Background: an optimization exercise with open tools, aiming at small area, a short achievable clock period and few clock cycles per item. Do not read the settings as production practice.
Function was checked by simulation only, so behaviour that the tests miss may differ from the original.
No activity file was given, so power comes from the tool's default toggle rates.

[flow/design.v]
package go_pkg;
    localparam logic [1:0] CELL_EMPTY = 2'b00;
    localparam logic [1:0] CELL_BLACK = 2'b01;
    localparam logic [1:0] CELL_WHITE = 2'b10;
    localparam int COORD_W = 4;
    localparam int MOVE_W  = 2 * COORD_W;
    localparam int CAPT_W  = 8;
endpackage
import go_pkg::*;
module go_board_top
#(
    parameter int BOARD_DIM = 9
)
(
    input  logic              clk_in,
    input  logic              rst_in,
    input  logic              move_strobe,
    input  logic [MOVE_W-1:0] move_in,
    output logic [2*BOARD_DIM*BOARD_DIM-1:0] board_out,
    output logic              turn,
    output logic              busy,
    output logic              move_done,
    output logic              move_rejected,
    output logic [CAPT_W-1:0] black_captures,
    output logic [CAPT_W-1:0] white_captures
);
    localparam int N      = BOARD_DIM;
    localparam int CELLS  = N * N;
    logic [CELLS-1:0]  blk_q;
    logic [CELLS-1:0]  wht_q;
    logic [CELLS-1:0]  occ_q;
    logic [CELLS-1:0]  mark_q;
    logic              opp_dies_q;
    logic              kill_blk_q;
    logic              kill_wht_q;
    logic              removing;
    logic [13:0]       count_q;
    logic              count_valid_q;
    logic              white_died_q;
    logic [CAPT_W-1:0] bcap_q;
    logic [CAPT_W-1:0] wcap_q;
    assign occ_q = blk_q | wht_q;
    always_comb
    begin
        for (int i = 0; i < CELLS; i++)
            board_out[2*i +: 2] = {wht_q[i], blk_q[i]};
    end
    function automatic logic [CELLS-1:0] links_h(input logic [CELLS-1:0] bk,
                                                 input logic [CELLS-1:0] wt);
        logic [CELLS-1:0] l;
        l = '0;
        for (int r = 0; r < N; r++)
            for (int c = 0; c < N - 1; c++)
                l[r*N+c] = (bk[r*N+c] & bk[r*N+c+1]) | (wt[r*N+c] & wt[r*N+c+1]);
        links_h = l;
    endfunction
    function automatic logic [CELLS-1:0] links_v(input logic [CELLS-1:0] bk,
                                                 input logic [CELLS-1:0] wt);
        logic [CELLS-1:0] l;
        l = '0;
        for (int r = 0; r < N - 1; r++)
            for (int c = 0; c < N; c++)
                l[r*N+c] = (bk[r*N+c] & bk[r*N+c+N]) | (wt[r*N+c] & wt[r*N+c+N]);
        links_v = l;
    endfunction
    function automatic logic [CELLS-1:0] seeds(input logic [CELLS-1:0] occ);
        logic [CELLS-1:0] s;
        for (int r = 0; r < N; r++)
        begin
            for (int c = 0; c < N; c++)
            begin
                s[r*N+c] = 1'b0;
                if (r > 0)     s[r*N+c] = s[r*N+c] | ~occ[r*N+c-N];
                if (r < N - 1) s[r*N+c] = s[r*N+c] | ~occ[r*N+c+N];
                if (c > 0)     s[r*N+c] = s[r*N+c] | ~occ[r*N+c-1];
                if (c < N - 1) s[r*N+c] = s[r*N+c] | ~occ[r*N+c+1];
            end
        end
        seeds = s & occ;
    endfunction
    function automatic logic [CELLS-1:0] spread_rows(input logic [CELLS-1:0] a,
                                                     input logic [CELLS-1:0] lk);
        logic [CELLS-1:0] f;
        logic [CELLS-1:0] b;
        for (int r = 0; r < N; r++)
        begin
            f[r*N] = a[r*N];
            for (int c = 1; c < N; c++)
                f[r*N+c] = a[r*N+c] | (lk[r*N+c-1] & f[r*N+c-1]);
            b[r*N+N-1] = a[r*N+N-1];
            for (int c = N - 2; c >= 0; c--)
                b[r*N+c] = a[r*N+c] | (lk[r*N+c] & b[r*N+c+1]);
        end
        spread_rows = f | b;
    endfunction
    function automatic logic [CELLS-1:0] spread_cols(input logic [CELLS-1:0] a,
                                                     input logic [CELLS-1:0] lk);
        logic [CELLS-1:0] f;
        logic [CELLS-1:0] b;
        for (int c = 0; c < N; c++)
        begin
            f[c] = a[c];
            for (int r = 1; r < N; r++)
                f[r*N+c] = a[r*N+c] | (lk[r*N+c-N] & f[r*N+c-N]);
            b[(N-1)*N+c] = a[(N-1)*N+c];
            for (int r = N - 2; r >= 0; r--)
                b[r*N+c] = a[r*N+c] | (lk[r*N+c] & b[r*N+c+N]);
        end
        spread_cols = f | b;
    endfunction
    function automatic logic [CELLS-1:0] can_grow(input logic [CELLS-1:0] a,
                                                  input logic [CELLS-1:0] lh,
                                                  input logic [CELLS-1:0] lv);
        logic [CELLS-1:0] g;
        for (int r = 0; r < N; r++)
        begin
            for (int c = 0; c < N; c++)
            begin
                g[r*N+c] = 1'b0;
                if (c > 0)     g[r*N+c] = g[r*N+c] | (lh[r*N+c-1] & a[r*N+c-1]);
                if (c < N - 1) g[r*N+c] = g[r*N+c] | (lh[r*N+c] & a[r*N+c+1]);
                if (r > 0)     g[r*N+c] = g[r*N+c] | (lv[r*N+c-N] & a[r*N+c-N]);
                if (r < N - 1) g[r*N+c] = g[r*N+c] | (lv[r*N+c] & a[r*N+c+N]);
            end
        end
        can_grow = g & ~a;
    endfunction
    logic [CELLS-1:0]    lh_q;
    logic [CELLS-1:0]    lv_q;
    logic [N-1:0]        row_hot;
    logic [N-1:0]        col_hot;
    logic [CELLS-1:0]    place;
    logic [CELLS-1:0]    own_q;
    logic [CELLS-1:0]    blk1;
    logic [CELLS-1:0]    wht1;
    logic [CELLS-1:0]    occ1;
    logic [N-1:0][N-1:0] empty_rc;
    logic [N-1:0]        empty_row;
    logic                legal;
    always_comb
    begin
        for (int i = 0; i < N; i++)
        begin
            row_hot[i] = (move_in[COORD_W +: COORD_W] == COORD_W'(i));
            col_hot[i] = (move_in[COORD_W-1:0] == COORD_W'(i));
        end
        for (int r = 0; r < N; r++)
            for (int c = 0; c < N; c++)
            begin
                place[r*N+c]    = move_strobe & row_hot[r] & col_hot[c] & ~occ_q[r*N+c];
                empty_rc[r][c]  = ~occ_q[r*N+c];
            end
        empty_row = '0;
        if (move_in[COORD_W +: COORD_W] < COORD_W'(N))
            empty_row = empty_rc[move_in[COORD_W +: COORD_W]];
        legal = move_strobe & ~busy & (move_in[COORD_W-1:0] < COORD_W'(N)) &
                empty_row[move_in[COORD_W-1:0]];
        own_q = turn ? wht_q : blk_q;
        blk1  = blk_q | (place & {CELLS{~turn}});
        wht1  = wht_q | (place & {CELLS{turn}});
        occ1  = blk1 | wht1;
    end
    logic [CELLS-1:0]    mark_in;
    logic [CELLS-1:0]    mark_new;
    logic                settled;
    logic                blk_dies;
    logic                wht_dies;
    logic                any_dead;
    logic                opp_dies;
    always_comb
    begin
        lh_q = links_h(blk_q, wht_q);
        lv_q = links_v(blk_q, wht_q);
        mark_in  = busy ? spread_cols(mark_q, lv_q) : seeds(occ1);
        mark_new = spread_rows(mark_in, lh_q);
        settled  = ~(|can_grow(mark_new, '0, lv_q));
        blk_dies = |(blk_q & ~mark_new);
        wht_dies = |(wht_q & ~mark_new);
        any_dead = blk_dies | wht_dies;
        opp_dies = turn ? blk_dies : wht_dies;
    end
    logic [CELLS-1:0] dead;
    function automatic logic [13:0] csa_count(input logic [80:0] x);
        logic t1, t2, t3, t4, t5, t6, t7, t8, t9, t10, t11, t12, t13, t14, t15, t16, t17, t18, t19, t20, t21, t22, t23, t24, t25, t26, t27, t28, t29, t30, t31, t32, t33, t34, t35, t36, t37, t38, t39, t40, t41, t42, t43, t44, t45, t46, t47, t48, t49, t50, t51, t52, t53, t54, t55, t56, t57, t58, t59, t60, t61, t62, t63, t64, t65, t66, t67, t68, t69, t70, t71, t72, t73, t74, t75, t76, t77, t78, t79, t80, t81, t82, t83, t84, t85, t86, t87, t88, t89, t90, t91, t92, t93, t94, t95, t96, t97, t98, t99, t100, t101, t102, t103, t104, t105, t106, t107, t108, t109, t110, t111, t112, t113, t114, t115, t116, t117, t118, t119, t120, t121, t122, t123, t124, t125, t126, t127, t128, t129, t130, t131, t132, t133, t134, t135, t136, t137, t138, t139, t140, t141, t142, t143, t144, t145, t146;
        logic [6:0] s;
        logic [6:0] k;
        t1 = x[0] ^ x[1] ^ x[2];
        t2 = (x[0] & x[1]) | (x[0] & x[2]) | (x[1] & x[2]);
        t3 = x[3] ^ x[4] ^ x[5];
        t4 = (x[3] & x[4]) | (x[3] & x[5]) | (x[4] & x[5]);
        t5 = x[6] ^ x[7] ^ x[8];
        t6 = (x[6] & x[7]) | (x[6] & x[8]) | (x[7] & x[8]);
        t7 = x[9] ^ x[10] ^ x[11];
        t8 = (x[9] & x[10]) | (x[9] & x[11]) | (x[10] & x[11]);
        t9 = x[12] ^ x[13] ^ x[14];
        t10 = (x[12] & x[13]) | (x[12] & x[14]) | (x[13] & x[14]);
        t11 = x[15] ^ x[16] ^ x[17];
        t12 = (x[15] & x[16]) | (x[15] & x[17]) | (x[16] & x[17]);
        t13 = x[18] ^ x[19] ^ x[20];
        t14 = (x[18] & x[19]) | (x[18] & x[20]) | (x[19] & x[20]);
        t15 = x[21] ^ x[22] ^ x[23];
        t16 = (x[21] & x[22]) | (x[21] & x[23]) | (x[22] & x[23]);
        t17 = x[24] ^ x[25] ^ x[26];
        t18 = (x[24] & x[25]) | (x[24] & x[26]) | (x[25] & x[26]);
        t19 = x[27] ^ x[28] ^ x[29];
        t20 = (x[27] & x[28]) | (x[27] & x[29]) | (x[28] & x[29]);
        t21 = x[30] ^ x[31] ^ x[32];
        t22 = (x[30] & x[31]) | (x[30] & x[32]) | (x[31] & x[32]);
        t23 = x[33] ^ x[34] ^ x[35];
        t24 = (x[33] & x[34]) | (x[33] & x[35]) | (x[34] & x[35]);
        t25 = x[36] ^ x[37] ^ x[38];
        t26 = (x[36] & x[37]) | (x[36] & x[38]) | (x[37] & x[38]);
        t27 = x[39] ^ x[40] ^ x[41];
        t28 = (x[39] & x[40]) | (x[39] & x[41]) | (x[40] & x[41]);
        t29 = x[42] ^ x[43] ^ x[44];
        t30 = (x[42] & x[43]) | (x[42] & x[44]) | (x[43] & x[44]);
        t31 = x[45] ^ x[46] ^ x[47];
        t32 = (x[45] & x[46]) | (x[45] & x[47]) | (x[46] & x[47]);
        t33 = x[48] ^ x[49] ^ x[50];
        t34 = (x[48] & x[49]) | (x[48] & x[50]) | (x[49] & x[50]);
        t35 = x[51] ^ x[52] ^ x[53];
        t36 = (x[51] & x[52]) | (x[51] & x[53]) | (x[52] & x[53]);
        t37 = x[54] ^ x[55] ^ x[56];
        t38 = (x[54] & x[55]) | (x[54] & x[56]) | (x[55] & x[56]);
        t39 = x[57] ^ x[58] ^ x[59];
        t40 = (x[57] & x[58]) | (x[57] & x[59]) | (x[58] & x[59]);
        t41 = x[60] ^ x[61] ^ x[62];
        t42 = (x[60] & x[61]) | (x[60] & x[62]) | (x[61] & x[62]);
        t43 = x[63] ^ x[64] ^ x[65];
        t44 = (x[63] & x[64]) | (x[63] & x[65]) | (x[64] & x[65]);
        t45 = x[66] ^ x[67] ^ x[68];
        t46 = (x[66] & x[67]) | (x[66] & x[68]) | (x[67] & x[68]);
        t47 = x[69] ^ x[70] ^ x[71];
        t48 = (x[69] & x[70]) | (x[69] & x[71]) | (x[70] & x[71]);
        t49 = x[72] ^ x[73] ^ x[74];
        t50 = (x[72] & x[73]) | (x[72] & x[74]) | (x[73] & x[74]);
        t51 = x[75] ^ x[76] ^ x[77];
        t52 = (x[75] & x[76]) | (x[75] & x[77]) | (x[76] & x[77]);
        t53 = x[78] ^ x[79] ^ x[80];
        t54 = (x[78] & x[79]) | (x[78] & x[80]) | (x[79] & x[80]);
        t55 = t1 ^ t3 ^ t5;
        t56 = (t1 & t3) | (t1 & t5) | (t3 & t5);
        t57 = t7 ^ t9 ^ t11;
        t58 = (t7 & t9) | (t7 & t11) | (t9 & t11);
        t59 = t13 ^ t15 ^ t17;
        t60 = (t13 & t15) | (t13 & t17) | (t15 & t17);
        t61 = t19 ^ t21 ^ t23;
        t62 = (t19 & t21) | (t19 & t23) | (t21 & t23);
        t63 = t25 ^ t27 ^ t29;
        t64 = (t25 & t27) | (t25 & t29) | (t27 & t29);
        t65 = t31 ^ t33 ^ t35;
        t66 = (t31 & t33) | (t31 & t35) | (t33 & t35);
        t67 = t37 ^ t39 ^ t41;
        t68 = (t37 & t39) | (t37 & t41) | (t39 & t41);
        t69 = t43 ^ t45 ^ t47;
        t70 = (t43 & t45) | (t43 & t47) | (t45 & t47);
        t71 = t49 ^ t51 ^ t53;
        t72 = (t49 & t51) | (t49 & t53) | (t51 & t53);
        t73 = t2 ^ t4 ^ t6;
        t74 = (t2 & t4) | (t2 & t6) | (t4 & t6);
        t75 = t8 ^ t10 ^ t12;
        t76 = (t8 & t10) | (t8 & t12) | (t10 & t12);
        t77 = t14 ^ t16 ^ t18;
        t78 = (t14 & t16) | (t14 & t18) | (t16 & t18);
        t79 = t20 ^ t22 ^ t24;
        t80 = (t20 & t22) | (t20 & t24) | (t22 & t24);
        t81 = t26 ^ t28 ^ t30;
        t82 = (t26 & t28) | (t26 & t30) | (t28 & t30);
        t83 = t32 ^ t34 ^ t36;
        t84 = (t32 & t34) | (t32 & t36) | (t34 & t36);
        t85 = t38 ^ t40 ^ t42;
        t86 = (t38 & t40) | (t38 & t42) | (t40 & t42);
        t87 = t44 ^ t46 ^ t48;
        t88 = (t44 & t46) | (t44 & t48) | (t46 & t48);
        t89 = t50 ^ t52 ^ t54;
        t90 = (t50 & t52) | (t50 & t54) | (t52 & t54);
        t91 = t55 ^ t57 ^ t59;
        t92 = (t55 & t57) | (t55 & t59) | (t57 & t59);
        t93 = t61 ^ t63 ^ t65;
        t94 = (t61 & t63) | (t61 & t65) | (t63 & t65);
        t95 = t67 ^ t69 ^ t71;
        t96 = (t67 & t69) | (t67 & t71) | (t69 & t71);
        t97 = t56 ^ t58 ^ t60;
        t98 = (t56 & t58) | (t56 & t60) | (t58 & t60);
        t99 = t62 ^ t64 ^ t66;
        t100 = (t62 & t64) | (t62 & t66) | (t64 & t66);
        t101 = t68 ^ t70 ^ t72;
        t102 = (t68 & t70) | (t68 & t72) | (t70 & t72);
        t103 = t73 ^ t75 ^ t77;
        t104 = (t73 & t75) | (t73 & t77) | (t75 & t77);
        t105 = t79 ^ t81 ^ t83;
        t106 = (t79 & t81) | (t79 & t83) | (t81 & t83);
        t107 = t85 ^ t87 ^ t89;
        t108 = (t85 & t87) | (t85 & t89) | (t87 & t89);
        t109 = t74 ^ t76 ^ t78;
        t110 = (t74 & t76) | (t74 & t78) | (t76 & t78);
        t111 = t80 ^ t82 ^ t84;
        t112 = (t80 & t82) | (t80 & t84) | (t82 & t84);
        t113 = t86 ^ t88 ^ t90;
        t114 = (t86 & t88) | (t86 & t90) | (t88 & t90);
        t115 = t91 ^ t93 ^ t95;
        t116 = (t91 & t93) | (t91 & t95) | (t93 & t95);
        t117 = t92 ^ t94 ^ t96;
        t118 = (t92 & t94) | (t92 & t96) | (t94 & t96);
        t119 = t97 ^ t99 ^ t101;
        t120 = (t97 & t99) | (t97 & t101) | (t99 & t101);
        t121 = t103 ^ t105 ^ t107;
        t122 = (t103 & t105) | (t103 & t107) | (t105 & t107);
        t123 = t98 ^ t100 ^ t102;
        t124 = (t98 & t100) | (t98 & t102) | (t100 & t102);
        t125 = t104 ^ t106 ^ t108;
        t126 = (t104 & t106) | (t104 & t108) | (t106 & t108);
        t127 = t109 ^ t111 ^ t113;
        t128 = (t109 & t111) | (t109 & t113) | (t111 & t113);
        t129 = t110 ^ t112 ^ t114;
        t130 = (t110 & t112) | (t110 & t114) | (t112 & t114);
        t131 = t116 ^ t117 ^ t119;
        t132 = (t116 & t117) | (t116 & t119) | (t117 & t119);
        t133 = t118 ^ t120 ^ t122;
        t134 = (t118 & t120) | (t118 & t122) | (t120 & t122);
        t135 = t123 ^ t125 ^ t127;
        t136 = (t123 & t125) | (t123 & t127) | (t125 & t127);
        t137 = t124 ^ t126 ^ t128;
        t138 = (t124 & t126) | (t124 & t128) | (t126 & t128);
        t139 = t132 ^ t133 ^ t135;
        t140 = (t132 & t133) | (t132 & t135) | (t133 & t135);
        t141 = t134 ^ t136 ^ t137;
        t142 = (t134 & t136) | (t134 & t137) | (t136 & t137);
        t143 = t140 ^ t141 ^ t129;
        t144 = (t140 & t141) | (t140 & t129) | (t141 & t129);
        t145 = t142 ^ t138 ^ t130;
        t146 = (t142 & t138) | (t142 & t130) | (t138 & t130);
        s[0] = t115;
        k[0] = 1'b0;
        s[1] = t131;
        k[1] = t121;
        s[2] = t139;
        k[2] = 1'b0;
        s[3] = t143;
        k[3] = 1'b0;
        s[4] = t144;
        k[4] = t145;
        s[5] = t146;
        k[5] = 1'b0;
        s[6] = 1'b0;
        k[6] = 1'b0;
        csa_count = {k, s};
    endfunction
    always_comb
    begin
        dead = ~mark_q & ((blk_q & {CELLS{kill_blk_q}}) | (wht_q & {CELLS{kill_wht_q}}));
    end
    logic [CAPT_W:0] bsum;
    logic [CAPT_W:0] wsum;
    always_comb
    begin
        bsum = {1'b0, bcap_q} + (CAPT_W+1)'(count_q[6:0]) + (CAPT_W+1)'(count_q[13:7]);
        wsum = {1'b0, wcap_q} + (CAPT_W+1)'(count_q[6:0]) + (CAPT_W+1)'(count_q[13:7]);
        black_captures = bcap_q;
        white_captures = wcap_q;
        if (count_valid_q)
        begin
            if (white_died_q)
                black_captures = bsum[CAPT_W] ? '1 : bsum[CAPT_W-1:0];
            else
                white_captures = wsum[CAPT_W] ? '1 : wsum[CAPT_W-1:0];
        end
    end
    always_ff @(posedge clk_in)
    begin
        if (rst_in)
        begin
            blk_q         <= '0;
            wht_q         <= '0;
            turn          <= 1'b0;
            busy          <= 1'b0;
            removing      <= 1'b0;
            move_done     <= 1'b0;
            move_rejected <= 1'b0;
            count_valid_q <= 1'b0;
            bcap_q        <= '0;
            wcap_q        <= '0;
        end
        else
        begin
            move_rejected <= move_strobe & ~legal;
            bcap_q        <= black_captures;
            wcap_q        <= white_captures;
            move_done     <= 1'b0;
            count_valid_q <= 1'b0;
            if (!busy)
            begin
                busy  <= legal;
                blk_q <= blk1;
                wht_q <= wht1;
            end
            else if (removing)
            begin
                busy          <= 1'b0;
                removing      <= 1'b0;
                move_done     <= 1'b1;
                count_valid_q <= 1'b1;
                turn          <= ~turn;
                blk_q         <= blk_q & ~dead;
                wht_q         <= wht_q & ~dead;
            end
            else if (settled)
            begin
                if (any_dead)
                    removing <= 1'b1;
                else
                begin
                    busy      <= 1'b0;
                    move_done <= 1'b1;
                    turn      <= ~turn;
                end
            end
        end
    end
    always_ff @(posedge clk_in)
    begin
        mark_q       <= mark_new;
        opp_dies_q   <= opp_dies;
        kill_blk_q   <= ~opp_dies | turn;
        kill_wht_q   <= ~opp_dies | ~turn;
        count_q      <= csa_count(dead);
        white_died_q <= turn ^ opp_dies_q;
    end
endmodule
[flow/run.sh]
#!/bin/bash
# synth_recipe.tcl (not shown) runs the flow's synth.tcl, then flattens the netlist and writes it again
# the make line also repeats each setting of config.mk as NAME=value (left out here)
make -C /OpenROAD-flow-scripts/flow DESIGN_CONFIG=/design/flow/config.mk WORK_HOME=/design/flow/orfs CLKGATE_MAP_FILE= SYNTH_SCRIPT=/design/flow/synth_recipe.tcl finish
[flow/config.mk]
export PLATFORM = sky130hd
export DESIGN_NAME = go_board_top
export DESIGN_NICKNAME = go_board_top
export VERILOG_FILES = /design/flow/design.v
export SDC_FILE = /design/flow/constraint.sdc
export NUM_CORES = 4
export LEC_CHECK = 0
export ABC_AREA = 1
export CAP_MARGIN = 20
export CORE_MARGIN = 2
export CORE_UTILIZATION = 40
export SETUP_SLACK_MARGIN = 5
export SLEW_MARGIN = 20
[flow/constraint.sdc]
create_clock -name core_clock -period 11.0 [get_ports {clk_in}]
set_input_delay 2.2000 -clock core_clock [delete_from_list [all_inputs] [get_ports {clk_in}]]
set_output_delay 2.2000 -clock core_clock [all_outputs]
set_load 0.01 [all_outputs]
==> results of run 1 <==
## routing by layer
metal | global-route usage | wire (um) | vias up
li1 | - | - | 13911
met5 | 0 | 0 | -
met3 | 0.0922 | 18000 | 435
met1 | 0.546 | 50300 | 14313
met2 | 0.596 | 53300 | 2359
met4 | 0.225 | 8970 | 0
## power by group through the flow
stage	clock network [W]	logic (W)	registers (W)
2_1_floorplan	0	0.000186	0.00106
3_3_place_gp	0	0.000275	0.00107
3_5_place_dp	0	0.000275	0.00107
4_1_cts	0.00129	0.000289	0.00105
5_1_grt	0.00132	0.000340	0.00105
6_report	0.00128	0.000323	0.00105
## cell type report
cell class | count | area [um2]
fill | 6324 | 29700
multi-input combinational | 3218 | 16500
sequential | 277 | 5560
timing repair buffer | 305 | 2870
inverter | 589 | 2240
clock buffer | 57 | 1130
tap | 773 | 967
clock inverter | 11 | 113
antenna | 1 | 2.50
## cell families (layout without fill, tap and decap cells)
group,Yosys count,after routing,synth area share
AND/OR/NAND/NOR,2440,2440,0.423
flip-flops,277,277,0.232
XOR/XNOR,11,11,0.00402
adder cells (fa/ha/maj),99,99,0.0765
AO/OA/AOI/OAI,668,668,0.155
buffers and inverters,693,962,0.110
other,0,1,0
## flip-flops by register name, summed over array words and instances (netlist names), 8 cells and up
signal and count:
blk_q 81, mark_q 81, wht_q 81, bcap_q 8, count_q 8, wcap_q 8
## how the worst max path moves through the flow
| stage | startpoint | endpoint | slack (ns) | depth (start not counted) |
|---|---|---|---|---|
| 3_5_place_dp | move_in[5] | removing | 2.77 | 30 |
| 6_report | move_in[3] | removing | 4.93 | 38 |
| 2_1_floorplan | move_in[7] | removing | 5.79 | 37 |
| 4_1_cts | count_q[1] | white_captures[6] | 5.00 | 13 |
| 5_1_grt | move_in[0] | removing | 4.76 | 38 |
| 3_3_place_gp | move_in[5] | removing | 2.79 | 30 |
## metrics by stage
| step | area, um2 | std cells | hold WS, ns |
|---|---|---|---|
| final | 29400 | 5231 | 0.417 |
| after global routing | 29400 | 5230 | 0.447 |
| after CTS | 28400 | 5182 | 0.419 |
| after detailed placement | 26500 | 5064 | 0.413 |
| after global placement | 26500 | 5064 | 0.408 |
| after floorplan | 23900 | 4188 | 0.406 |
## timing repair
item                                    4_1_cts  5_1_grt
pin swaps                                    26       56
gates resized for setup                     110      199
hold buffers                                  0        0
endpoints found under the hold margin         0        0
endpoints found under the setup margin       18       22
setup buffers                                50       48
## cell usage in the layout (no fill, tap or decap), drive strengths merged, types with 4 or more instances in the layout
master         Yosys  routed
a21boi             7       7
a21oi            294     294
and2               6       6
buf               17     117
clkbuf            87      60
clkdlybuf4s50      0     182
clkinv             4      10
clkinvlp           0       5
dfxtp            277     277
fa                79      79
ha                20      20
inv              585     583
nand2           1761    1761
nand3            255     255
nand3b            11      11
nand4             27      27
nor2             264     264
nor3              69      69
nor4              43      43
o2111ai            7       7
o211ai             5       5
o21ai            155     155
o22ai            181     181
xnor2              4       4
xor2               7       7
==> impl_metrics.yaml, run 1 <==
outcome:
  status: "complete, no violations"
global_routing:
  grt_pass1_wl_mm: 187
  grt_overflow_total: 0
  grt_usage: 0.405
  grt_max_degree: 95
  antenna_found_initial: 3
  first_global_vias: 28008
setup_path:
  r2r_start: "turn"
  worstPathRequired_ns: 11.53
  ff2ff_setup_slack_ns: 5.24
  worst-path-buf-inv: 4
  crit_path_frequent_cell: "nand2_1"
  crit_path_end_kind: "flip-flop"
  path_delay_family: "simple AND/OR/NAND/NOR gates"
  path_max_fanout: 6
  slowest_delay_ns: 0.29
  worst_setup_path_start_kind: "input port"
  worstPathArrival_ns: 6.59
  slowest_stage: "dlygate4sd2_1"
  worstReg2RegEnd: "turn"
  reg2reg_depth: 34
  crit_type: "in -> reg"
power:
  power_frac_seq: 0.395
  ir_drop_v: 0.0000884
  leakage_nw: 13.2
  total_power_w: 0.00265
  cellPowerDensity_nw_per_um2: 90.2
  p_int_w: 0.00186
  p_sw_frac: 0.299
  clockPowerShare: 0.483
  p_sw_w: 0.000793
  p_comb_frac: 0.122
sta:
  setup_ws_ns: 4.93
  fmax_mhz: 165
  hold_viol: 0
  grt_setup_unrepaired: "true"
  final_max_slew_viol_count: 0
  finalSetupViolCount: 0
  min_period_over_period: 0.552
  fin_setup_tns_ns: 0
  min_period_ns: 6.07
  worst_slew_pin_slew_ns: 1.21
  clock_skew_ns: 0.0208
  slew_headroom: 0.193
clocking:
  cts_made_buffers: 38
  cts.clk_slew.worst_paths_ns: 0.06
  clockBufferDepth: 3
  clock-sinks: 277
  tritoncts: "built"
  clk_latency_ns: 0.59
  root_buffer: "clkbuf_16"
  cts_max_level: 2
floorplan:
  io_pins: 193
  rows: 89
  core_um2: 59100
  die_w_um: 249
  initial_core_util: 0.405
  dieHeight_um: 249
  die_area_um2: 61800
layout:
  nets: 4539
  final_core_util: 0.498
  drive_above_1_share: 0.107
  area_delta_synth_final_pct: 22.9
detailed_routing:
  drt-total-wl_mm: 131
  viasPerCell: 5.93
  drtIter0Drc: 4741
  drc: 0
  routedWlPerCell_um: 25.0
  num_vias: 31018
  dr.pass1.iters: 24
  ant_nets: 0
placed_design:
  dp_hpwl_mm: 101
  place_ws_ns: 2.77
  globalplace.congestion: 1.09
  portBuffers: 192
yosys:
  synth_seq_area_share: 0.232
  synthArstFlopShare: 0
  synth-main-ff-cell: "dfxtp_1"
  synth_area_um2: 23900
  avgSynthCellArea_um2: 5.72
  netlist_instances: 4188
  yosys-top-cells-count: "nand2_1 (1701), inv_1 (570), a21oi_1 (293), dfxtp_1 (277), nor2_1 (256)"
  synth_warnings: 1
  synth_most_common_cell: "nand2_1"
  synth_edf_count: 0
  synth_area_leaders: "nand2_1 (27%), dfxtp_1 (23%), inv_1 (8.9%)"
  synth_cell_types: 52
  synth-seq-cells: 277
  synthesis.nets: 4298
  synth_largest_area_cell: "nand2_1"
  yosys.area.top_type_share: 0.267
min_path:
  holdPathEnd: "white_died_q"
  hp-start: "opp_dies_q"
  hold_path_class: "reg -> reg"
  min_path_cells: 1
run:
  drv_cap: 0
Testbench counts, summed over its fixed seeds: cycles 6,496, moves 2,387.
==> run 2: changes to the inputs <==
--- a/flow/design.v
+++ b/flow/design.v
@@ -38,6 +38,7 @@
     logic              count_valid_q;
     logic              white_died_q;
     logic [CAPT_W-1:0] bcap_q;
+    logic [CAPT_W-1:0] base_q;
     logic [CAPT_W-1:0] wcap_q;
     assign occ_q = blk_q | wht_q;
     always_comb
@@ -130,12 +131,9 @@
     logic [N-1:0]        row_hot;
     logic [N-1:0]        col_hot;
     logic [CELLS-1:0]    place;
-    logic [CELLS-1:0]    own_q;
     logic [CELLS-1:0]    blk1;
     logic [CELLS-1:0]    wht1;
     logic [CELLS-1:0]    occ1;
-    logic [N-1:0][N-1:0] empty_rc;
-    logic [N-1:0]        empty_row;
     logic                legal;
     always_comb
     begin
@@ -147,15 +145,9 @@
         for (int r = 0; r < N; r++)
             for (int c = 0; c < N; c++)
             begin
-                place[r*N+c]    = move_strobe & row_hot[r] & col_hot[c] & ~occ_q[r*N+c];
-                empty_rc[r][c]  = ~occ_q[r*N+c];
+                place[r*N+c] = move_strobe & row_hot[r] & col_hot[c] & ~occ_q[r*N+c];
             end
-        empty_row = '0;
-        if (move_in[COORD_W +: COORD_W] < COORD_W'(N))
-            empty_row = empty_rc[move_in[COORD_W +: COORD_W]];
-        legal = move_strobe & ~busy & (move_in[COORD_W-1:0] < COORD_W'(N)) &
-                empty_row[move_in[COORD_W-1:0]];
-        own_q = turn ? wht_q : blk_q;
+        legal = ~busy & (|place);
         blk1  = blk_q | (place & {CELLS{~turn}});
         wht1  = wht_q | (place & {CELLS{turn}});
         occ1  = blk1 | wht1;
@@ -350,21 +342,14 @@
     begin
         dead = ~mark_q & ((blk_q & {CELLS{kill_blk_q}}) | (wht_q & {CELLS{kill_wht_q}}));
     end
-    logic [CAPT_W:0] bsum;
-    logic [CAPT_W:0] wsum;
+    logic [CAPT_W:0]   sum;
+    logic [CAPT_W-1:0] sum_sat;
     always_comb
     begin
-        bsum = {1'b0, bcap_q} + (CAPT_W+1)'(count_q[6:0]) + (CAPT_W+1)'(count_q[13:7]);
-        wsum = {1'b0, wcap_q} + (CAPT_W+1)'(count_q[6:0]) + (CAPT_W+1)'(count_q[13:7]);
-        black_captures = bcap_q;
-        white_captures = wcap_q;
-        if (count_valid_q)
-        begin
-            if (white_died_q)
-                black_captures = bsum[CAPT_W] ? '1 : bsum[CAPT_W-1:0];
-            else
-                white_captures = wsum[CAPT_W] ? '1 : wsum[CAPT_W-1:0];
-        end
+        sum     = {1'b0, base_q} + (CAPT_W+1)'(count_q[6:0]) + (CAPT_W+1)'(count_q[13:7]);
+        sum_sat = sum[CAPT_W] ? '1 : sum[CAPT_W-1:0];
+        black_captures = (count_valid_q & white_died_q)  ? sum_sat : bcap_q;
+        white_captures = (count_valid_q & ~white_died_q) ? sum_sat : wcap_q;
     end
     always_ff @(posedge clk_in)
     begin
@@ -388,12 +373,10 @@
             wcap_q        <= white_captures;
             move_done     <= 1'b0;
             count_valid_q <= 1'b0;
+            blk_q <= (blk_q & ~({CELLS{removing}} & dead)) | (place & {CELLS{~busy & ~turn}});
+            wht_q <= (wht_q & ~({CELLS{removing}} & dead)) | (place & {CELLS{~busy & turn}});
             if (!busy)
-            begin
-                busy  <= legal;
-                blk_q <= blk1;
-                wht_q <= wht1;
-            end
+                busy <= legal;
             else if (removing)
             begin
                 busy          <= 1'b0;
@@ -401,8 +384,6 @@
                 move_done     <= 1'b1;
                 count_valid_q <= 1'b1;
                 turn          <= ~turn;
-                blk_q         <= blk_q & ~dead;
-                wht_q         <= wht_q & ~dead;
             end
             else if (settled)
             begin
@@ -425,5 +406,6 @@
         kill_wht_q   <= ~opp_dies | ~turn;
         count_q      <= csa_count(dead);
         white_died_q <= turn ^ opp_dies_q;
+        base_q       <= (turn ^ opp_dies_q) ? bcap_q : wcap_q;
     end
 endmodule
==> run 2 against run 1 <==
  * Utilization increased by 1.3 points
  * Setup slack better by 0.17 ns
  * Still clean
  * Critical path type unchanged
  * First-iteration DRC count down 16%
  * Synthesized cell count decreased by 5.8%
  * Critical path depth down 6
  * Highest routed layer is now met5
  * Clock power up 4%
  * Non-clock buffer count down 9
  * Largest cell class unchanged
  * Via count decreased by 5.7%
  * Combinational power increased by 67%
==> impl_metrics.yaml, run 2 <==
setup_path:
  path_max_fanout: 6
  crit_path_frequent_cell: "nand2_1"
  startpoint: "move_in[7]"
  worst_setup_path_start_kind: "input port"
  crit_type: "in -> reg"
  worstPathArrival_ns: 6.40
  r2r_start: "kill_wht_q"
  crit_path_end_kind: "flip-flop"
  slowest_delay_ns: 0.43
  reg2reg_depth: 12
  worstPathRequired_ns: 11.50
  ff2ff_setup_slack_ns: 5.12
  slowest_stage: "nand4_1"
global_routing:
  grt_max_degree: 104
  grt_overflow_total: 0
  grt_pass1_wl_mm: 182
  first_global_vias: 26761
  antenna_found_initial: 4
  grt_usage: 0.416
placed_design:
  globalplace.congestion: 1.11
  portBuffers: 192
  dp_hpwl_mm: 99.7
sta:
  hold_slack_ns: 0.487
  slew_headroom: 0.219
  min_period_over_period: 0.537
  final_max_slew_viol_count: 0
  clock_skew_ns: 0.0295
  grt_setup_unrepaired: "true"
  min_period_ns: 5.90
  finalSetupViolCount: 0
  worst_slew_pin_slew_ns: 1.16
  fmax_mhz: 169
  fin_setup_tns_ns: 0
  hold_viol: 0
yosys:
  synth_cell_types: 52
  synthesis.nets: 4043
  yosys.area.top_type_share: 0.274
  avgSynthCellArea_um2: 5.79
  synth_edf_count: 0
  synth_seq_area_share: 0.250
  synth_area_leaders: "nand2_1 (27%), dfxtp_1 (25%), inv_1 (8.4%)"
  synth_warnings: 1
  synth_largest_area_cell: "nand2_1"
  synth_most_common_cell: "nand2_1"
  yosys-top-cells-count: "nand2_1 (1671), inv_1 (512), a21oi_1 (345), dfxtp_1 (285), nand3_1 (227)"
  synth-main-ff-cell: "dfxtp_1"
  synth-seq-cells: 285
  synth_area_um2: 22900
  synthArstFlopShare: 0
  netlist_instances: 3946
min_path:
  hold_path_class: "reg -> reg"
  min_path_cells: 1
  hp-start: "bcap_q[5]"
clocking:
  cts_made_buffers: 37
  root_buffer: "clkbuf_16"
  clock-sinks: 285
  cts.clk_slew.worst_paths_ns: 0.06
  hold_buffers: 0
  cts_max_level: 2
  clk_latency_ns: 0.59
  tritoncts: "built"
  clockBufferDepth: 3
power:
  ir_drop_v: 0.000149
  leakage_nw: 12.7
  cellPowerDensity_nw_per_um2: 105
outcome:
  status: "complete, no violations"
layout:
  layout_commonest_cell: "nand2_1"
  reg.largest.list: "blk_q: 81 flops, mark_q: 81 flops, wht_q: 81 flops"
  multiInputGateArea_um2: 15900
  drive_above_1_share: 0.118
  area_delta_synth_final_pct: 25.9
  nets: 4283
  layout_common_cells: "nand2_1 (1576), inv_1 (503), a21oi_1 (322)"
  fillers: 6129
  layout.area.seq_um2: 5720
detailed_routing:
  ant_nets: 0
  num_vias: 29246
  drt-total-wl_mm: 127
  drtIter0Drc: 3999
  routedWlPerCell_um: 25.6
  dr.pass1.iters: 7
  viasPerCell: 5.88
  drc: 0
run:
  drv_cap: 0
floorplan:
  rows: 87
  initial_core_util: 0.405
  die_area_um2: 59100
  dieHeight_um: 243
  io_pins: 193
  core_um2: 56400
  die_w_um: 243
-- run 2: cell families after synthesis --
group | synth area share
xor gates and xnor gates | 0.00153
DFF | 0.250
and+or+nand+nor | 0.410
AOI/OAI and AO/OA | 0.158
adders and majority gates | 0.0721
muxes | 0.00394
buffers and inverters | 0.105
-- run 2: layout make-up --
type	instances	area share
Timing Repair Buffer	296	0.101
Clock buffer	47	0.0364
Antenna cell	1	0.0000870
Clock inverter	19	0.00835
Inverter	528	0.0698
Tap cell	756	0.0329
Multi-Input combinational cell	3038	0.553
Sequential cell	285	0.199
-- run 2: critical path, delay by kind of cell --
family | cells | cell delay (ns)
simple gates | 24 | 2.91
buf+inv | 5 | 0.83
compound gates | 3 | 0.41
-- run 2: through the flow --
stage,cell area [um2],setup WS (ns),total power [W],cells,utilization
6_report,28800,5.10,0.00301,4970,0.510
5_1_grt,28800,4.93,0.00308,4969,0.510
4_1_cts,27600,5.01,0.00295,4923,0.490
3_5_place_dp,25500,3.42,0.00161,4814,0.453
3_3_place_gp,25500,3.38,0.00161,4813,0.452
2_1_floorplan,22900,5.86,0.00143,3946,-
-- run 2: per-layer routing --
| layer | global-route usage | wire length, um |
|---|---|---|
| met2 | 0.626 | 53500 |
| met5 | 0 | 38 |
| met4 | 0.232 | 8840 |
| met3 | 0.0920 | 14300 |
| met1 | 0.551 | 50600 |
-- run 2: where the power goes --
part | switching (W) | leakage (nW) | internal (W)
logic | 0.000398 | 9.76 | 0.000142
clock network | 0.000542 | 0.624 | 0.000793
registers | 0.0000541 | 2.31 | 0.00108
-- run 2: worst paths after layout --
path	endpoint
max	removing
min	base_q[5]
max reg2reg	count_q[3]
min reg2reg	base_q[5]
-- run 2: timing repair --
action,in CTS,in global routing
cloned,2,3
setup buffers,41,42
gates resized for setup,124,206
setup endpoints to repair,10,13
pin swaps,30,59
Testbench counts of run 2, summed over its fixed seeds: cycles 6,496, moves 2,387.
==> run 3: changes to the inputs <==
--- a/flow/design.v
+++ b/flow/design.v
@@ -131,8 +131,6 @@
     logic [N-1:0]        row_hot;
     logic [N-1:0]        col_hot;
     logic [CELLS-1:0]    place;
-    logic [CELLS-1:0]    blk1;
-    logic [CELLS-1:0]    wht1;
     logic [CELLS-1:0]    occ1;
     logic                legal;
     always_comb
@@ -148,11 +146,9 @@
                 place[r*N+c] = move_strobe & row_hot[r] & col_hot[c] & ~occ_q[r*N+c];
             end
         legal = ~busy & (|place);
-        blk1  = blk_q | (place & {CELLS{~turn}});
-        wht1  = wht_q | (place & {CELLS{turn}});
-        occ1  = blk1 | wht1;
+        occ1  = occ_q | place;
     end
-    logic [CELLS-1:0]    mark_in;
+    logic [CELLS-1:0]    mark_a;
     logic [CELLS-1:0]    mark_new;
     logic                settled;
     logic                blk_dies;
@@ -163,8 +159,8 @@
     begin
         lh_q = links_h(blk_q, wht_q);
         lv_q = links_v(blk_q, wht_q);
-        mark_in  = busy ? spread_cols(mark_q, lv_q) : seeds(occ1);
-        mark_new = spread_rows(mark_in, lh_q);
+        mark_a   = spread_rows(seeds(occ1), lh_q);
+        mark_new = spread_rows(spread_cols(mark_q, lv_q), lh_q);
         settled  = ~(|can_grow(mark_new, '0, lv_q));
         blk_dies = |(blk_q & ~mark_new);
         wht_dies = |(wht_q & ~mark_new);
@@ -342,11 +338,49 @@
     begin
         dead = ~mark_q & ((blk_q & {CELLS{kill_blk_q}}) | (wht_q & {CELLS{kill_wht_q}}));
     end
+    function automatic logic [CAPT_W:0] add3(input logic [CAPT_W-1:0] a,
+                                             input logic [6:0] b,
+                                             input logic [6:0] c);
+        logic [CAPT_W-1:0] x;
+        logic [CAPT_W-1:0] y;
+        logic [CAPT_W-1:0] g;
+        logic [CAPT_W-1:0] p;
+        logic [CAPT_W-1:0] gg;
+        logic [CAPT_W-1:0] pp;
+        logic [CAPT_W:0]   r;
+        y = '0;
+        for (int i = 0; i < CAPT_W; i++)
+        begin
+            if (i < 7)
+            begin
+                x[i] = a[i] ^ b[i] ^ c[i];
+                if (i + 1 < CAPT_W)
+                    y[i+1] = (a[i] & b[i]) | (a[i] & c[i]) | (b[i] & c[i]);
+            end
+            else
+                x[i] = a[i];
+        end
+        g  = x & y;
+        p  = x ^ y;
+        gg = g;
+        pp = p;
+        for (int l = 0; l < 3; l++)
+            for (int i = CAPT_W - 1; i >= (1 << l); i--)
+            begin
+                gg[i] = gg[i] | (pp[i] & gg[i - (1 << l)]);
+                pp[i] = pp[i] & pp[i - (1 << l)];
+            end
+        r[0] = p[0];
+        for (int i = 1; i < CAPT_W; i++)
+            r[i] = p[i] ^ gg[i-1];
+        r[CAPT_W] = gg[CAPT_W-1];
+        add3 = r;
+    endfunction
     logic [CAPT_W:0]   sum;
     logic [CAPT_W-1:0] sum_sat;
     always_comb
     begin
-        sum     = {1'b0, base_q} + (CAPT_W+1)'(count_q[6:0]) + (CAPT_W+1)'(count_q[13:7]);
+        sum     = add3(base_q, count_q[6:0], count_q[13:7]);
         sum_sat = sum[CAPT_W] ? '1 : sum[CAPT_W-1:0];
         black_captures = (count_valid_q & white_died_q)  ? sum_sat : bcap_q;
         white_captures = (count_valid_q & ~white_died_q) ? sum_sat : wcap_q;
@@ -400,7 +434,7 @@
     end
     always_ff @(posedge clk_in)
     begin
-        mark_q       <= mark_new;
+        mark_q       <= busy ? mark_new : mark_a;
         opp_dies_q   <= opp_dies;
         kill_blk_q   <= ~opp_dies | turn;
         kill_wht_q   <= ~opp_dies | ~turn;
==> flow/flow/run.sh (new file) <==
#!/bin/bash
# The standard layout, with one change: the port buffers that global
# placement inserts are plain buf_1 cells rather than the default pick (a
# clkdlybuf4s50, larger and slower). Make's whole output goes to standard.log.
set -euo pipefail
bash standard.sh "BUFFER_PORTS_ARGS=-buffer_cell sky130_fd_sc_hd__buf_1" finish > standard.log 2>&1
==> flow/standard.sh (new file) <==
#!/bin/bash
# synth_recipe.tcl (not shown) runs the flow's synth.tcl, then flattens the netlist and writes it again
# the make line also repeats each setting of config.mk as NAME=value (left out here)
make -C /OpenROAD-flow-scripts/flow DESIGN_CONFIG=/design/flow/config.mk WORK_HOME=/design/flow/orfs CLKGATE_MAP_FILE= SYNTH_SCRIPT=/design/flow/synth_recipe.tcl "${@:-finish}"
--- a/flow/config.mk
+++ b/flow/config.mk
@@ -8,6 +8,9 @@
 export ABC_AREA = 1
 export CAP_MARGIN = 20
 export CORE_MARGIN = 2
-export CORE_UTILIZATION = 40
+export CORE_UTILIZATION = 55
+export CTS_BUF_LIST = sky130_fd_sc_hd__clkbuf_16
+export CTS_CLUSTER_DIAMETER = 100
+export CTS_CLUSTER_SIZE = 24
 export SETUP_SLACK_MARGIN = 5
 export SLEW_MARGIN = 20
removed: flow/run.sh
==> run 3 against run 2 <==
  * Maximum frequency shrank 1.2%
  * Wire length shrank 6.3%
  * Critical path depth fell by 19
  * Critical endpoint is now count_q[3]
  * Largest cell class unchanged
  * Highest routed layer is now met4
==> impl_metrics.yaml, run 3 <==
yosys:
  synthArstFlopShare: 0
  yosys-top-cells-count: "nand2_1 (1763), inv_1 (502), a21oi_1 (336), dfxtp_1 (285), o21ai_0 (246)"
  netlist_instances: 4165
  synthesis.nets: 4262
  synth_area_um2: 23800
  synth_seq_area_share: 0.240
  synth_largest_area_cell: "nand2_1"
  synth-seq-cells: 285
  synth_cell_types: 45
  avgSynthCellArea_um2: 5.71
  synth_area_leaders: "nand2_1 (28%), dfxtp_1 (24%), inv_1 (7.9%)"
  yosys.area.top_type_share: 0.278
  synth_most_common_cell: "nand2_1"
  synth-main-ff-cell: "dfxtp_1"
  synth_edf_count: 0
  synth_warnings: 1
clocking:
  hold_buffers: 0
  clk_latency_ns: 0.56
  cts_made_buffers: 17
  cts-resized-gates: 0
  tritoncts: "built"
  cts_setup_buffers: 0
  cts_max_level: 1
  cts.clk_slew.worst_paths_ns: 0.10
  clockBufferDepth: 3
  root_buffer: "clkbuf_16"
  clock-sinks: 285
setup_path:
  slowest_delay_ns: 0.74
  crit_chain: "buf_4 -> buf_4 -> nand2_1 -> a21oi_1 -> fa_1 -> inv_1 -> fa_1 -> fa_1 -> inv_1 -> fa_1 -> fa_1 -> fa_1 -> fa_1"
  path_delay_family: "adder cells"
  worstPathRequired_ns: 11.50
  crit_path_frequent_cell: "fa_1"
  worstPathArrival_ns: 6.47
  worst-path-buf-inv: 4
  crit_type: "reg -> reg"
  critical_path_depth: 13
  slowest_stage: "fa_1"
  reg2reg_depth: 13
  crit_path_end_kind: "flip-flop"
  path_max_fanout: 42
  worst_setup_path_start_kind: "flip-flop"
global_routing:
  first_global_vias: 28096
  grt_pass1_wl_mm: 171
  grt_overflow_total: 0
  grt_max_degree: 91
  grt_usage: 0.517
  antenna_found_initial: 2
layout:
  layout.area.seq_um2: 5710
  area_delta_synth_final_pct: 7.88
  nets: 4415
  layout_commonest_cell: "nand2_1"
  fillers: 4465
  layout_common_cells: "nand2_1 (1763), inv_1 (502), a21oi_1 (336)"
  multiInputGateArea_um2: 15800
  reg.largest.list: "blk_q: 81 flops, mark_q: 81 flops, wht_q: 81 flops"
  drive_above_1_share: 0.0444
  final_cell_area_um2: 25700
sta:
  min_period_over_period: 0.543
  finalSetupViolCount: 0
  min_period_ns: 5.98
  grt_setup_unrepaired: "false"
  clock_skew_ns: 0.0195
  fmax_mhz: 167
  hold_viol: 0
  final_max_slew_viol_count: 0
  slew_headroom: 0.223
  fin_setup_tns_ns: 0
  worst_slew_pin_slew_ns: 1.16
power:
  leakage_nw: 11.2
  cellPowerDensity_nw_per_um2: 77.0
  ir_drop_v: 0.000123
detailed_routing:
  ant_nets: 0
  num_vias: 30750
  drtIter0Drc: 4929
  routedWlPerCell_um: 24.3
  drt-total-wl_mm: 119
  viasPerCell: 6.26
  drc: 0
  dr.pass1.iters: 9
floorplan:
  rows: 76
  dieHeight_um: 212
  initial_core_util: 0.554
  io_pins: 193
  die_area_um2: 44900
  core_um2: 42900
  die_w_um: 212
placed_design:
  globalplace.congestion: 1.11
  portBuffers: 192
  dp_hpwl_mm: 94.7
  place_area_um2: 25200
min_path:
  hold_path_class: "reg -> reg"
  min_path_cells: 1
outcome:
  status: "complete, no violations"
run:
  drv_cap: 0
run 3: changes by cell type after synthesis, sizes merged, moves of 9 or more:
cell and change:
o22ai +12, nor3 +33, nand4 -18, nor4 -10, nand3 +9, buf -17, nor2 -25, o21ai +137
nand2 +126
run 3: kinds of logic after synthesis:
| kind of cell | share of synthesized area |
|---|---|
| compound gates | 0.178 |
| xor+xnor | 0.00147 |
| fa+ha+maj | 0.0693 |
| buf+inv | 0.0971 |
| flops | 0.240 |
| mux | 0.00421 |
| simple gates | 0.410 |
run 3: metal layers:
layer  vias up  share of wire  track usage
met5         -              0            0
met4         0          0.085        0.350
met3       591           0.15        0.162
met2      2460           0.41        0.765
met1     13939           0.36        0.643
li1      13760              -            -
run 3: per-stage QoR:
stage | hold WS [ns] | utilization | worst slack [ns] | std cells | total power, W
floorplan | 0.457 | - | 6.18 | 4165 | 0.00119
global placement | 0.466 | 0.586 | 5.02 | 4884 | 0.00127
detailed placement | 0.471 | 0.586 | 5.08 | 4884 | 0.00127
CTS | 0.495 | 0.598 | 5.22 | 4909 | 0.00195
global route | 0.510 | 0.598 | 5.02 | 4909 | 0.00200
finish | 0.497 | 0.598 | 5.02 | 4911 | 0.00198
run 3: report_power, final:
| group | total, W | leakage (nW) | switching [W] | internal [W] |
|---|---|---|---|---|
| logic | 0.000205 | 8.64 | 0.000170 | 0.0000348 |
| clock network | 0.000717 | 0.243 | 0.000425 | 0.000292 |
| registers | 0.00105 | 2.30 | 0.0000120 | 0.00104 |
run 3: final cells by class:
class | count | share of cell area
clock buffers | 17 | 0.0166
flip-flops and latches | 285 | 0.223
diodes | 2 | 0.000195
well taps | 585 | 0.0285
multi-input cells | 3266 | 0.616
inverters | 533 | 0.0780
clock inverters | 8 | 0.00273
repair buffers | 215 | 0.0350
run 3: final timing paths:
| path | start | end | slack [ns] |
|---|---|---|---|
| worst max-delay path | kill_blk_q | count_q[3] | 5.02 |
| worst min-delay path | wcap_q[4] | base_q[4] | 0.50 |
| worst max register to register | kill_blk_q | count_q[3] | 5.02 |
| worst min register to register | wcap_q[4] | base_q[4] | 0.50 |
Testbench counts of run 3, summed over its fixed seeds: cycles 6,496, moves 2,387.
==> run 4: changes to the inputs <==
--- a/flow/config.mk
+++ b/flow/config.mk
@@ -9,8 +9,5 @@
 export CAP_MARGIN = 20
 export CORE_MARGIN = 2
 export CORE_UTILIZATION = 55
-export CTS_BUF_LIST = sky130_fd_sc_hd__clkbuf_16
-export CTS_CLUSTER_DIAMETER = 100
-export CTS_CLUSTER_SIZE = 24
 export SETUP_SLACK_MARGIN = 5
 export SLEW_MARGIN = 20
==> run 4 against run 3 <==
  * Non-clock buffer count is 1 higher
  * Critical endpoint unchanged
  * Still clean on timing, DRC and antenna
  * Global-route usage is 1.1 points higher
  * Hold slack worse by 0.018 ns
  * Cell count is 0.86% higher
  * Synthesized cell count stayed put
  * Wire length is 1.5% higher
  * Synthesized area stayed put
==> impl_metrics.yaml, run 4 <==
outcome:
  status: "complete, no violations"
setup_path:
  critical_path_depth: 13
  worst_setup_path_start_kind: "flip-flop"
  worstPathArrival_ns: 6.32
  crit_path_frequent_cell: "fa_1"
  path_delay_family: "adder cells"
  slowest_delay_ns: 0.81
  ff2ff_setup_slack_ns: 5.14
  crit_chain: "buf_4 -> buf_6 -> nand2_1 -> a21oi_1 -> fa_1 -> inv_1 -> fa_1 -> fa_2 -> inv_1 -> fa_1 -> fa_1 -> fa_1 -> fa_1"
  worstPathRequired_ns: 11.46
  worstReg2RegEnd: "count_q[3]"
  crit_path_end_kind: "flip-flop"
  startpoint: "kill_blk_q"
  reg2reg_depth: 13
  r2r_start: "kill_blk_q"
  worst-path-buf-inv: 4
  path_max_fanout: 42
  cp-endpoint: "count_q[3]"
  crit_type: "reg -> reg"
  slowest_stage: "fa_2"
yosys:
  synthesis.nets: 4262
  synth_area_um2: 23800
  synth-main-ff-cell: "dfxtp_1"
  netlist_instances: 4165
  yosys.area.top_type_share: 0.278
  synth-seq-cells: 285
  synth_largest_area_cell: "nand2_1"
  synthArstFlopShare: 0
  synth_most_common_cell: "nand2_1"
  synth_area_leaders: "nand2_1 (28%), dfxtp_1 (24%), inv_1 (7.9%)"
  avgSynthCellArea_um2: 5.71
  synth_edf_count: 0
  synth_seq_area_share: 0.240
  synth_warnings: 1
  yosys-top-cells-count: "nand2_1 (1763), inv_1 (502), a21oi_1 (336), dfxtp_1 (285), o21ai_0 (246)"
  synth_cell_types: 45
clocking:
  root_buffer: "clkbuf_16"
  tritoncts: "built"
  cts.clk_slew.worst_paths_ns: 0.06
  clock-sinks: 285
  cts_setup_buffers: 0
  clockBufferDepth: 3
  cts_max_level: 2
  cts_made_buffers: 37
  clk_latency_ns: 0.59
detailed_routing:
  routedWlPerCell_um: 24.4
  viasPerCell: 6.28
  drt-total-wl_mm: 121
  num_vias: 31104
  drtIter0Drc: 5145
  dr.pass1.iters: 13
  drc: 0
  ant_nets: 0
layout:
  final_cell_area_um2: 26400
  drive_above_1_share: 0.0518
  layout_common_cells: "nand2_1 (1763), inv_1 (501), a21oi_1 (336)"
  layout_commonest_cell: "nand2_1"
  fillers: 4332
  reg.largest.list: "blk_q: 81 flops, mark_q: 81 flops, wht_q: 81 flops"
  nets: 4436
  area_delta_synth_final_pct: 11.1
sta:
  fin_setup_tns_ns: 0
  finalSetupViolCount: 0
  min_period_over_period: 0.532
  hold_viol: 0
  fmax_mhz: 171
  worst_slew_pin_slew_ns: 1.23
  setup_ws_ns: 5.14
  min_period_ns: 5.86
  grt_setup_unrepaired: "false"
  final_max_slew_viol_count: 0
  clock_skew_ns: 0.0293
  slew_headroom: 0.173
power:
  cellPowerDensity_nw_per_um2: 96.8
  p_comb_frac: 0.081
  p_sw_frac: 0.275
  clockPowerShare: 0.507
  p_int_w: 0.00185
  leakage_nw: 11.5
  power_frac_seq: 0.412
  p_sw_w: 0.000705
  ir_drop_v: 0.000103
global_routing:
  grt_usage: 0.528
  antenna_found_initial: 5
  first_global_vias: 28728
  grt_max_degree: 91
  grt_pass1_wl_mm: 174
  grt_overflow_total: 0
placed_design:
  place_ws_ns: 5.08
  dp_hpwl_mm: 94.7
  place_area_um2: 25200
  globalplace.congestion: 1.11
  portBuffers: 192
floorplan:
  io_pins: 193
  core_um2: 42900
  dieHeight_um: 212
  rows: 76
  die_area_um2: 44900
  initial_core_util: 0.554
  die_w_um: 212
min_path:
  hold_path_class: "reg -> reg"
run:
  drv_cap: 0
-- run 4: cells by family (layout without fill, tap and decap cells) --
family	after synthesis	in the layout	synth area share
and+or+nand+nor	2385	2385	0.410
AOI/OAI and AO/OA	782	782	0.178
buffers and inverters	614	813	0.0971
DFF	285	285	0.240
adders and majority gates	86	86	0.0693
muxes	9	9	0.00421
xor gates and xnor gates	4	4	0.00147
other	0	4	0
-- run 4: worst min path at each step --
stage | endpoint | slack [ns] | from | cells after the start
6_report | base_q[4] | 0.48 | wcap_q[4] | 1
2_1_floorplan | base_q[0] | 0.46 | bcap_q[0] | 1
4_1_cts | base_q[4] | 0.48 | wcap_q[4] | 1
3_5_place_dp | base_q[4] | 0.47 | wcap_q[4] | 1
3_3_place_gp | base_q[6] | 0.47 | bcap_q[6] | 1
5_1_grt | base_q[4] | 0.50 | wcap_q[4] | 1
-- run 4: power by group through the flow --
stage                     Combinational, W  Sequential [W]  Clock [W]
final                             0.000208         0.00105    0.00130
after CTS                         0.000192         0.00105    0.00128
after detailed placement          0.000191         0.00108          0
after global placement            0.000189         0.00108          0
after global routing              0.000214         0.00105    0.00132
after floorplan                   0.000122         0.00107          0
-- run 4: per-stage QoR --
step | cells | hold slack (ns) | total power, W | utilization
5_1_grt | 4949 | 0.496 | 0.00259 | 0.616
4_1_cts | 4948 | 0.485 | 0.00253 | 0.616
3_5_place_dp | 4884 | 0.471 | 0.00127 | 0.586
2_1_floorplan | 4165 | 0.457 | 0.00119 | -
6_report | 4953 | 0.479 | 0.00256 | 0.616
3_3_place_gp | 4884 | 0.466 | 0.00127 | 0.586
-- run 4: repair_timing --
action | CTS | global route
setup endpoints to repair | 0 | 2
resized for setup | 0 | 3
hold buffers | 0 | 0
-- run 4: cell type report --
type | instances | area (um2) | share of cell area
antenna | 4 | 10.0 | 0.000379
clock buffer | 53 | 1080 | 0.0408
clock inverter | 11 | 169 | 0.00639
inverter | 533 | 2000 | 0.0758
multi-input combinational | 3266 | 15800 | 0.598
sequential | 285 | 5710 | 0.216
tap | 585 | 732 | 0.0277
timing repair buffer | 216 | 912 | 0.0345
-- run 4: layer usage --
metal	global-route usage	vias up	share of wire	routed length (um)
met2	0.772	2571	0.40	49000
li1	-	13848	-	-
met3	0.180	701	0.15	18500
met1	0.641	13978	0.35	42400
met4	0.388	6	0.092	11200
met5	0	-	0.00023	28
==> run 5: changes to the inputs <==
==> flow/flow/run.sh (replaced) <==
#!/bin/bash
# The standard layout with two changes: the port buffers that global
# placement inserts are plain buf_1 cells rather than the default pick (a
# clkdlybuf4s50, larger and slower), and timing repair aims 6.3 ns below the
# clock period. Make's whole output goes to standard.log.
set -euo pipefail
bash standard.sh "BUFFER_PORTS_ARGS=-buffer_cell sky130_fd_sc_hd__buf_1" SETUP_SLACK_MARGIN=6.3 finish > standard.log 2>&1
--- a/flow/config.mk
+++ b/flow/config.mk
@@ -9,5 +9,4 @@
 export CAP_MARGIN = 20
 export CORE_MARGIN = 2
 export CORE_UTILIZATION = 55
-export SETUP_SLACK_MARGIN = 5
 export SLEW_MARGIN = 20
==> run 5 against run 4 <==
  * The run now fails in global routing
  * Synthesized cell count did not move
  * Synthesized area did not move
==> impl_metrics.yaml, run 5 <==
outcome:
  status: "did not finish"
  flow.stopped_at: "global routing"
  error: "[ERROR GRT-0232] Routing congestion too high. Check the congestion heatmap in the GUI."
yosys:
  synthArstFlopShare: 0
  synthesis.nets: 4262
  synth_edf_count: 0
  synth_largest_area_cell: "nand2_1"
  synth_warnings: 1
  synth-main-ff-cell: "dfxtp_1"
  synth_area_leaders: "nand2_1 (28%), dfxtp_1 (24%), inv_1 (7.9%)"
  yosys.area.top_type_share: 0.278
  synth_cell_types: 45
  netlist_instances: 4165
  yosys-top-cells-count: "nand2_1 (1763), inv_1 (502), a21oi_1 (336), dfxtp_1 (285), o21ai_0 (246)"
  synth_area_um2: 23800
  synth_seq_area_share: 0.240
  avgSynthCellArea_um2: 5.71
  synth_most_common_cell: "nand2_1"
  synth-seq-cells: 285
floorplan:
  rows: 76
  initial_core_util: 0.554
  dieHeight_um: 212
  io_pins: 193
  die_w_um: 212
clocking:
  clockBufferDepth: 3
  cts_made_buffers: 35
  root_buffer: "clkbuf_16"
  clock-sinks: 285
  cts_max_level: 2
  hold_buffers: 0
global_routing:
  grt_max_degree: 86
  grt_usage: 0.732
  grt_overflow_total: 368
placed_design:
  dp_hpwl_mm: 97.1
  globalplace.congestion: 1.11
  portBuffers: 192
[run 5: cell families after synthesis]
| kind of cell | synth area share |
|---|---|
| simple gates | 0.410 |
| buf+inv | 0.0971 |
| compound gates | 0.178 |
| xor+xnor | 0.00147 |
| fa+ha+maj | 0.0693 |
| mux | 0.00421 |
| flops | 0.240 |
[run 5: per-stage QoR]
| stage | worst slack [ns] | total power, W | hold slack [ns] | instance area (um2) | instances |
|---|---|---|---|---|---|
| detailed placement | 5.16 | 0.00127 | 0.470 | 25200 | 4886 |
| global placement | 5.25 | 0.00127 | 0.464 | 25200 | 4886 |
| floorplan | 6.37 | 0.00119 | 0.457 | 23800 | 4165 |
| CTS | 5.79 | 0.00258 | 0.494 | 27400 | 4981 |
[run 5: what timing repair did]
item,in CTS
gates resized for setup,178
endpoints found under the hold margin,0
setup buffers,26
setup endpoints to repair,85
pin swaps,37
gates cloned,5
[run 5: power by group through the flow]
| stage | Sequential [W] | Combinational, W | Clock (W) |
|---|---|---|---|
| floorplan | 0.00107 | 0.000122 | 0 |
| global placement | 0.00108 | 0.000193 | 0 |
| detailed placement | 0.00108 | 0.000195 | 0 |
| CTS | 0.00106 | 0.000212 | 0.00131 |
[run 5: routing by layer]
layer,global-route usage,overflow
met5,0.285,4
met4,0.636,111
met3,0.551,12
met2,0.911,215
met1,0.771,26
[run 5: how the worst max path moves through the flow]
| stage | startpoint | to | slack, ns | depth (start not counted) |
|---|---|---|---|---|
| CTS | base_q[1] | black_captures[7] | 5.79 | 12 |
| detailed placement | kill_wht_q | count_q[3] | 5.16 | 12 |
| global placement | kill_wht_q | count_q[3] | 5.25 | 12 |
| floorplan | kill_wht_q | count_q[3] | 6.37 | 14 |
==> run 6: changes to the inputs <==
==> flow/flow/run.sh (replaced) <==
#!/bin/bash
# The standard layout with two changes: the port buffers that global
# placement inserts are plain buf_1 cells rather than the default pick (a
# clkdlybuf4s50, larger and slower), and timing repair aims 5.7 ns below the
# clock period. Make's whole output goes to standard.log.
set -euo pipefail
bash standard.sh "BUFFER_PORTS_ARGS=-buffer_cell sky130_fd_sc_hd__buf_1" SETUP_SLACK_MARGIN=5.7 finish > standard.log 2>&1
==> run 6 against run 5 <==
  * Synthesized area is the same
  * Now clean on timing, DRC and antenna
  * Synthesized cell count is the same
==> impl_metrics.yaml, run 6 <==
detailed_routing:
  drtIter0Drc: 5275
  num_vias: 31274
  drt-total-wl_mm: 122
  routedWlPerCell_um: 24.6
  viasPerCell: 6.31
  dr.pass1.iters: 10
  drc: 0
  ant_nets: 0
setup_path:
  worstReg2RegEnd: "count_q[3]"
  ff2ff_setup_slack_ns: 5.71
  crit_path_end_kind: "flip-flop"
  worst-path-buf-inv: 4
  path_max_fanout: 9
  slowest_delay_ns: 0.97
  path_delay_family: "simple AND/OR/NAND/NOR gates"
  worstPathRequired_ns: 11.42
  slowest_stage: "nor4_1"
  worst_setup_path_start_kind: "input port"
  worstPathArrival_ns: 5.86
  r2r_start: "kill_blk_q"
  crit_chain: "buf_1 -> inv_1 -> nor2_1 -> inv_1 -> nor2_2 -> buf_4 -> nand2_1 -> nor3_1 -> nor4_1 -> nand4_1 -> nor4_1 -> nand3_1 -> o21ai_0 -> a21oi_1"
  crit_type: "in -> reg"
  reg2reg_depth: 13
power:
  cellPowerDensity_nw_per_um2: 96.0
  total_power_w: 0.00256
  leakage_nw: 11.6
  ir_drop_v: 0.000103
placed_design:
  dp.cells: 4884
  dp_hpwl_mm: 94.7
  portBuffers: 192
  place_area_um2: 25200
  globalplace.congestion: 1.11
yosys:
  synth_area_leaders: "nand2_1 (28%), dfxtp_1 (24%), inv_1 (7.9%)"
  synthArstFlopShare: 0
  synth-seq-cells: 285
  synthesis.nets: 4262
  synth_edf_count: 0
  synth_warnings: 1
  synth-main-ff-cell: "dfxtp_1"
  synth_most_common_cell: "nand2_1"
  synth_cell_types: 45
  yosys-top-cells-count: "nand2_1 (1763), inv_1 (502), a21oi_1 (336), dfxtp_1 (285), o21ai_0 (246)"
  synth_seq_area_share: 0.240
  avgSynthCellArea_um2: 5.71
  synth_largest_area_cell: "nand2_1"
  synth_area_um2: 23800
  yosys.area.top_type_share: 0.278
  netlist_instances: 4165
floorplan:
  core_um2: 42900
  rows: 76
  initial_core_util: 0.554
  dieHeight_um: 212
  io_pins: 193
  die_area_um2: 44900
  die_w_um: 212
layout:
  nets: 4437
  reg.largest.list: "blk_q: 81 flops, mark_q: 81 flops, wht_q: 81 flops"
  layout_common_cells: "nand2_1 (1762), inv_1 (501), a21oi_1 (322)"
  instances_no_fill: 4953
  layout_commonest_cell: "nand2_1"
  drive_above_1_share: 0.0614
  final_cell_area_um2: 26700
  area_delta_synth_final_pct: 12.2
run:
  drv_cap: 0
sta:
  grt_setup_unrepaired: "true"
  slew_headroom: 0.228
  clock_skew_ns: 0.0339
  final_max_slew_viol_count: 0
  min_period_ns: 5.44
  fmax_mhz: 184
  hold_slack_ns: 0.483
  hold_viol: 0
  worst_slew_pin_slew_ns: 1.15
  min_period_over_period: 0.494
  fin_setup_tns_ns: 0
  finalSetupViolCount: 0
clocking:
  cts_max_level: 2
  root_buffer: "clkbuf_16"
  clock-sinks: 285
  hold_buffers: 0
  cts_made_buffers: 37
  tritoncts: "built"
  clockBufferDepth: 3
  cts.clk_slew.worst_paths_ns: 0.06
  clk_latency_ns: 0.59
global_routing:
  grt_pass1_wl_mm: 175
  grt_max_degree: 91
  grt_overflow_total: 0
  first_global_vias: 28841
  antenna_found_initial: 5
  grt_usage: 0.530
min_path:
  hp-start: "wcap_q[4]"
  holdPathEnd: "base_q[4]"
  min_path_cells: 1
  hold_path_class: "reg -> reg"
outcome:
  status: "complete, no violations"
## run 6: how the worst max path moves through the flow
stage	startpoint	to	slack, ns	cells after the start
after CTS	kill_blk_q	count_q[3]	5.66	13
after global routing	count_q[1]	black_captures[7]	5.60	12
final	move_in[2]	busy	5.56	14
after detailed placement	move_in[6]	mark_q[64]	5.08	24
after global placement	move_in[6]	mark_q[64]	5.02	24
after floorplan	kill_wht_q	count_q[3]	6.18	14
## run 6: layer usage
| layer | global-route usage | up-vias | part of all wire | wire (um) |
|---|---|---|---|---|
| met5 | 0 | - | 0.00025 | 31 |
| met3 | 0.184 | 733 | 0.16 | 19000 |
| li1 | - | 13846 | - | - |
| met4 | 0.383 | 6 | 0.091 | 11100 |
| met1 | 0.641 | 14113 | 0.35 | 42200 |
| met2 | 0.779 | 2576 | 0.41 | 49400 |
## run 6: cell type report
cell class,count,area (um2)
fillers,4280,16200
multi-input cells,3266,16000
flip-flops and latches,285,5720
inverters,533,2000
clock buffers,53,1080
repair buffers,217,982
well taps,585,732
clock inverters,11,169
diodes,3,7.51
## run 6: logic make-up after synthesis
logic type | share of synthesized area
DFF | 0.240
xor gates and xnor gates | 0.00147
adders and majority gates | 0.0693
and+or+nand+nor | 0.410
AOI/OAI and AO/OA | 0.178
buffers and inverters | 0.0971
muxes | 0.00421
## run 6: repair_timing
item	CTS	global route
endpoints found under the setup margin	21	62
pin swaps	2	3
buffers inserted	2	0
cloned	0	0
resized for setup	13	56
## run 6: report_power, final
group | switching (W) | internal [W] | total, W
combinational | 0.000173 | 0.0000369 | 0.000209
sequential | 0.0000126 | 0.00104 | 0.00106
clock | 0.000522 | 0.000775 | 0.00130
total | 0.000707 | 0.00185 | 0.00256
## run 6: per-stage QoR
step / util / worst slack, ns
final: 0.622 / 5.56
after global routing: 0.622 / 5.60
after CTS: 0.617 / 5.66
after detailed placement: 0.586 / 5.08
after global placement: 0.586 / 5.02
after floorplan: - / 6.18

[afterwards: timing with drivers on the ports]
Ports are ideal in the flow. The routed layouts listed here were re-timed in OpenROAD. Step 1 assumes that a clkbuf_16 drives the clock port and a buf_2 every other input. Step 2, shift: input delay + t, output delay - t, t = (earliest + latest rising clock arrival at the registers) / 2. This alone moves slack from input paths to output paths. a / b / c = no drivers / after step 1 / after step 2; a / b = the first two.
| run | shift t [ns] | setup WS [ns] | worst setup path at the end | worst data-port slew with drivers (ns) | cell pins on the clock port's net |
|---|---|---|---|---|---|
| run 1 | 0.642 | 4.931 / 4.972 / 4.330 | input to register | 0.07 | 1 |
| run 2 | 0.643 | 5.098 / 5.124 / 4.504 | input to register | 0.04 | 1 |
| run 3 | 0.617 | 5.024 / 5.024 / 4.744 | input to register | 0.04 | 1 |
| run 4 | 0.637 | 5.143 / 5.143 / 4.684 | input to register | 0.04 | 1 |
| run 6 | 0.638 | 5.561 / 5.588 / 4.950 | input to register | 0.04 | 1 |
After both steps every run listed still meets setup and hold. For run 6, which loses most, drivers alone change the setup slack by +0.027 ns; drivers and shift together by -0.611 ns.
